Source: an optimization exercise on an open RTL-to-GDS flow (aim: small area, a short achievable clock period and few clock cycles per item). Production flows keep margins and buffers that such runs may drop. In this exercise RTL edits were held to simulation tests only and were not proved equivalent to the original. Power figures rest on the tool's default switching activity, not on a simulated workload.

south:
==> flow/design.v (excerpt) <==
module bark_difference_hash_bits_core #(
    parameter int NUM_BANDS    = 33,
    parameter int ENERGY_WIDTH = 32
) (
    input  logic                          aclk,
    input  logic                          aresetn,
    input  logic                          cfg_valid,
    output logic                          cfg_ready,
    input  bdh_pkg::cfg_idx_t             cfg_index,
    input  logic [bdh_pkg::CFG_DATA_W-1:0] cfg_data,
    input  logic                          s_tvalid,
    output logic                          s_tready,
    input  logic [bdh_pkg::S_TDATA_W-1:0] s_tdata,    
    input  logic [0:0]                    s_tuser,    
    output logic                          m_tvalid,
    input  logic                          m_tready,
    output logic [bdh_pkg::M_TDATA_W-1:0] m_tdata,
    output logic [0:0]                    m_tuser,    
    output logic                          m_tlast     
);
Size in the first run: roughly 11000 cells after synthesis, ~3000 flip-flops, about 0.14 mm2 of cells after synthesis.
export LEC_CHECK = 0
export CAP_MARGIN = 20
export CORE_MARGIN = 2
export CORE_UTILIZATION = 45
export SETUP_SLACK_MARGIN = 5
export SLEW_MARGIN = 20
create_clock -name core_clock -period 9.0 [get_ports {aclk}]
standard.sh (not shown) runs the stock make flow with config.mk's settings and CLKGATE_MAP_FILE= SYNTH_SCRIPT=/design/flow/synth_recipe.tcl, a recipe that flattens the netlist after the stock synthesis.
==> flow/flow/run.sh <==
#!/bin/bash
set -euo pipefail
sed -e 's/SETUP_SLACK_MARGIN=[0-9.]*/SETUP_SLACK_MARGIN=5.8/' standard.sh > standard_margin.sh
grep -q 'SETUP_SLACK_MARGIN=5.8' standard_margin.sh
bash standard_margin.sh > standard_flow.log 2>&1
Testbench counts of south, summed over its fixed seeds: cycles 7,800, frames 192.
Here is what was changed in the inputs of west compared with south.
diff --git a/flow/design.v b/flow/design.v
--- a/flow/design.v
+++ b/flow/design.v
@@ -75,16 +75,17 @@
     logic        in_v_reg;               
     logic [31:0] in_e_reg;
     logic        in_u_reg;
     logic [5:0]  band_cnt_reg;           
     logic        band0_reg;              
     logic        first_reg;
     logic [31:0] prev_e_reg;
     logic [HW-1:0] a_reg;                
+    logic [32:0]   dsel_reg;             
     logic [NP-1:0][32:0] dq;             
     logic          st_v_reg;
     logic [HW-1:0] st_h_reg;             
     logic          st_loud_reg;
     logic [4:0]    st_idx_reg;
     logic [31:0]   hash_acc_reg;
     logic [NP-1:0][HW-1:0] sh;           
     logic [NP-1:0][4:0]    sk;           
@@ -107,21 +108,22 @@
     logic [31:0] sort_hash_reg;
     logic        m_valid_reg;
     logic [4:0]  m_rank_reg, m_idx_reg;
     logic        m_tv_reg, m_last_reg;
     logic        q_valid_reg;            
     logic [4:0]  q_rank_reg, q_idx_reg;
     logic        q_tv_reg, q_last_reg;
     logic step_reg, mv_reg, ins_reg, in_take_reg;
+    logic rst_d_reg;                     
     logic step, mv, ins, in_take;
-    assign step    = step_reg;
-    assign mv      = mv_reg;
-    assign ins     = ins_reg;
-    assign in_take = in_take_reg;
+    assign step    = step_reg && !rst_d_reg;
+    assign mv      = mv_reg && !rst_d_reg;
+    assign ins     = ins_reg && !rst_d_reg;
+    assign in_take = in_take_reg && !rst_d_reg;
     assign cfg_ready = 1'b1;
     assign s_tready  = !in_v_reg || in_take;
     logic in_v_n, st_v_n, fc_n, active_n, m_valid_n, q_valid_n, rank0_n, zero_n, band0_n;
     logic step_n, ins_ok_n;
     always_comb begin
         in_v_n    = (s_tvalid && s_tready) || (in_v_reg && !in_take);
         st_v_n    = (in_take && !band0_reg) || (st_v_reg && !ins);
         fc_n      = ins && (st_idx_reg == 5'd31);
@@ -131,41 +133,41 @@
             q_valid_n = 1'b0;
         end else begin
             m_valid_n = m_valid_reg;
             q_valid_n = q_valid_reg || step;
         end
         rank0_n   = fc_reg || (rank0_reg && !step);
         zero_n    = fc_reg ? (toggle_cnt_reg == 6'd0) : zero_reg;
         band0_n   = in_take ? (!band0_reg && band_cnt_reg == 6'd32) : band0_reg;
-        if (!aresetn) begin
-            in_v_n = 1'b0; st_v_n = 1'b0; fc_n = 1'b0; active_n = 1'b0;
-            m_valid_n = 1'b0; q_valid_n = 1'b0; band0_n = 1'b1;
-        end
         step_n   = active_n && !q_valid_n && (!rank0_n || !m_valid_n);
         ins_ok_n = !fc_n && (!active_n || step_n);
     end
     logic [32:0]   d_new;
     logic [HW-1:0] h_new, a_next;
     logic          loud, first_next;
     assign d_new  = {1'b0, prev_e_reg} - {1'b0, in_e_reg};
     assign h_new  = a_reg - {2'b00, in_e_reg};
     assign loud   = (prev_e_reg > energy_thr_reg) || (in_e_reg > energy_thr_reg);
     assign first_next = band0_reg ? (first_reg || in_u_reg) : first_reg;
-    assign a_next = {2'b00, in_e_reg}
-                  - (first_next ? {HW{1'b0}}
-                                : (band0_reg ? {dq[0][32], dq[0]} : {dq[1][32], dq[1]}));
+    assign a_next = first_next ? {2'b00, in_e_reg}
+                               : {2'b00, in_e_reg} - {dsel_reg[32], dsel_reg};
+    logic [32:0] dsel_n;
+    always_comb begin
+        if (in_take && !band0_reg) dsel_n = band0_n ? dq[1] : dq[2];
+        else                       dsel_n = band0_n ? dq[0] : dq[1];
+    end
     logic h_bit;
     assign h_bit = st_loud_reg && (st_h_reg > {1'b1, 1'b0, diff_thr_reg});
     logic [NP-1:0] lt, gt;               
     genvar gn;
     generate
         for (gn = 0; gn < NP; gn++) begin : g_cmp
             assign lt[gn] = lm_reg[gn] && (sh[gn] < st_h_reg);
-            assign gt[gn] = lm_reg[gn] && (st_h_reg < sh[gn]);
+            assign gt[gn] = lm_reg[gn] && !(sh[gn] < st_h_reg) && !(sh[gn] == st_h_reg);
         end
     endgenerate
     logic [4:0] h0, h1;
     always_comb begin
         h0 = '0;
         h1 = '0;
         for (int j = 0; j < 16; j++) begin
             h0 = h0 + {4'd0, pl_reg[j]};
@@ -296,16 +298,18 @@
         if (step) begin
             rank_reg   <= rank1_reg;
             rank1_reg  <= rank1_reg + 5'd1;
             rank0_reg  <= 1'b0;
             left_reg   <= left_reg - 6'd1;
             mask_reg   <= {1'b0, mask_reg[NP-1:1]};
         end
         pend_reg <= fc_reg;
+        dsel_reg <= dsel_n;
+        rst_d_reg <= !aresetn;
         step_reg    <= step_n;
         mv_reg      <= step_n && !zero_n;
         ins_reg     <= st_v_n && ins_ok_n;
         in_take_reg <= in_v_n && (band0_n || !st_v_n || ins_ok_n);
         if (fc_reg) begin
             rank_reg  <= 5'd0;
             rank1_reg <= 5'd1;
             rank0_reg <= 1'b1;
Results
west finished every step from synthesis to the final layout, and the layout passed the timing, design-rule and antenna checks. Of south and west, the lower number of standard cells in the final layout excluding fillers belongs to west. Via count of the first global-routing pass (west over south): decrease, 2095. Per the comparison of west with south, row count saw a decrease, register-to-register slack lower, routed wire length shows a reduction of about 4.3%. Critical-path cell with the highest stage delay: sky130_fd_sc_hd__a2111o_1 -> south, sky130_fd_sc_hd__edfxtp_1 -> west. Looking at setup slack across south and west, the one that comes out higher is south. south has higher wire length on met2 than west. End of the critical path: m_tdata[40] -> west, a_reg[31] -> south. Between south and west, the power dissipated in sequential cells figures differ only marginally. The number of logic inverters in the finished layout number comes out higher for south vs west.
Testbench counts of west, summed over its fixed seeds: cycles 7,800, frames 192.

[afterwards: timing with drivers on the ports]
The flow's constraints put no driver on any port. The routed layouts listed below were extracted and timed again, unchanged, in two steps. Step 1, drivers: a clkbuf_16 drives aclk and a buf_2 each remaining input, both assumed. Step 2 also shifts input and output timing later by t, the mid clock arrival at the registers, as if the neighbouring blocks saw the same clock. Slacks: ideal ports / drivers / drivers and shift; pairs: ideal ports / drivers.
| run | t, ns | setup slack, ns | hold slack, ns | worst data-port slew with drivers (ns) | pins driven straight from the clock port |
|---|---|---|---|---|---|
| south | 1.009 | 5.476 / 5.476 / 4.971 | 0.389 / 0.389 / 0.389 | 0.07 | 1 |
| west | 1.001 | 5.258 / 5.159 / 5.075 | 0.355 / 0.355 / 0.355 | 0.07 | 1 |
After both steps setup and hold are still met in every run listed. For south, which loses most, drivers alone change the setup slack by 0.000 ns; drivers and shift together by -0.505 ns.
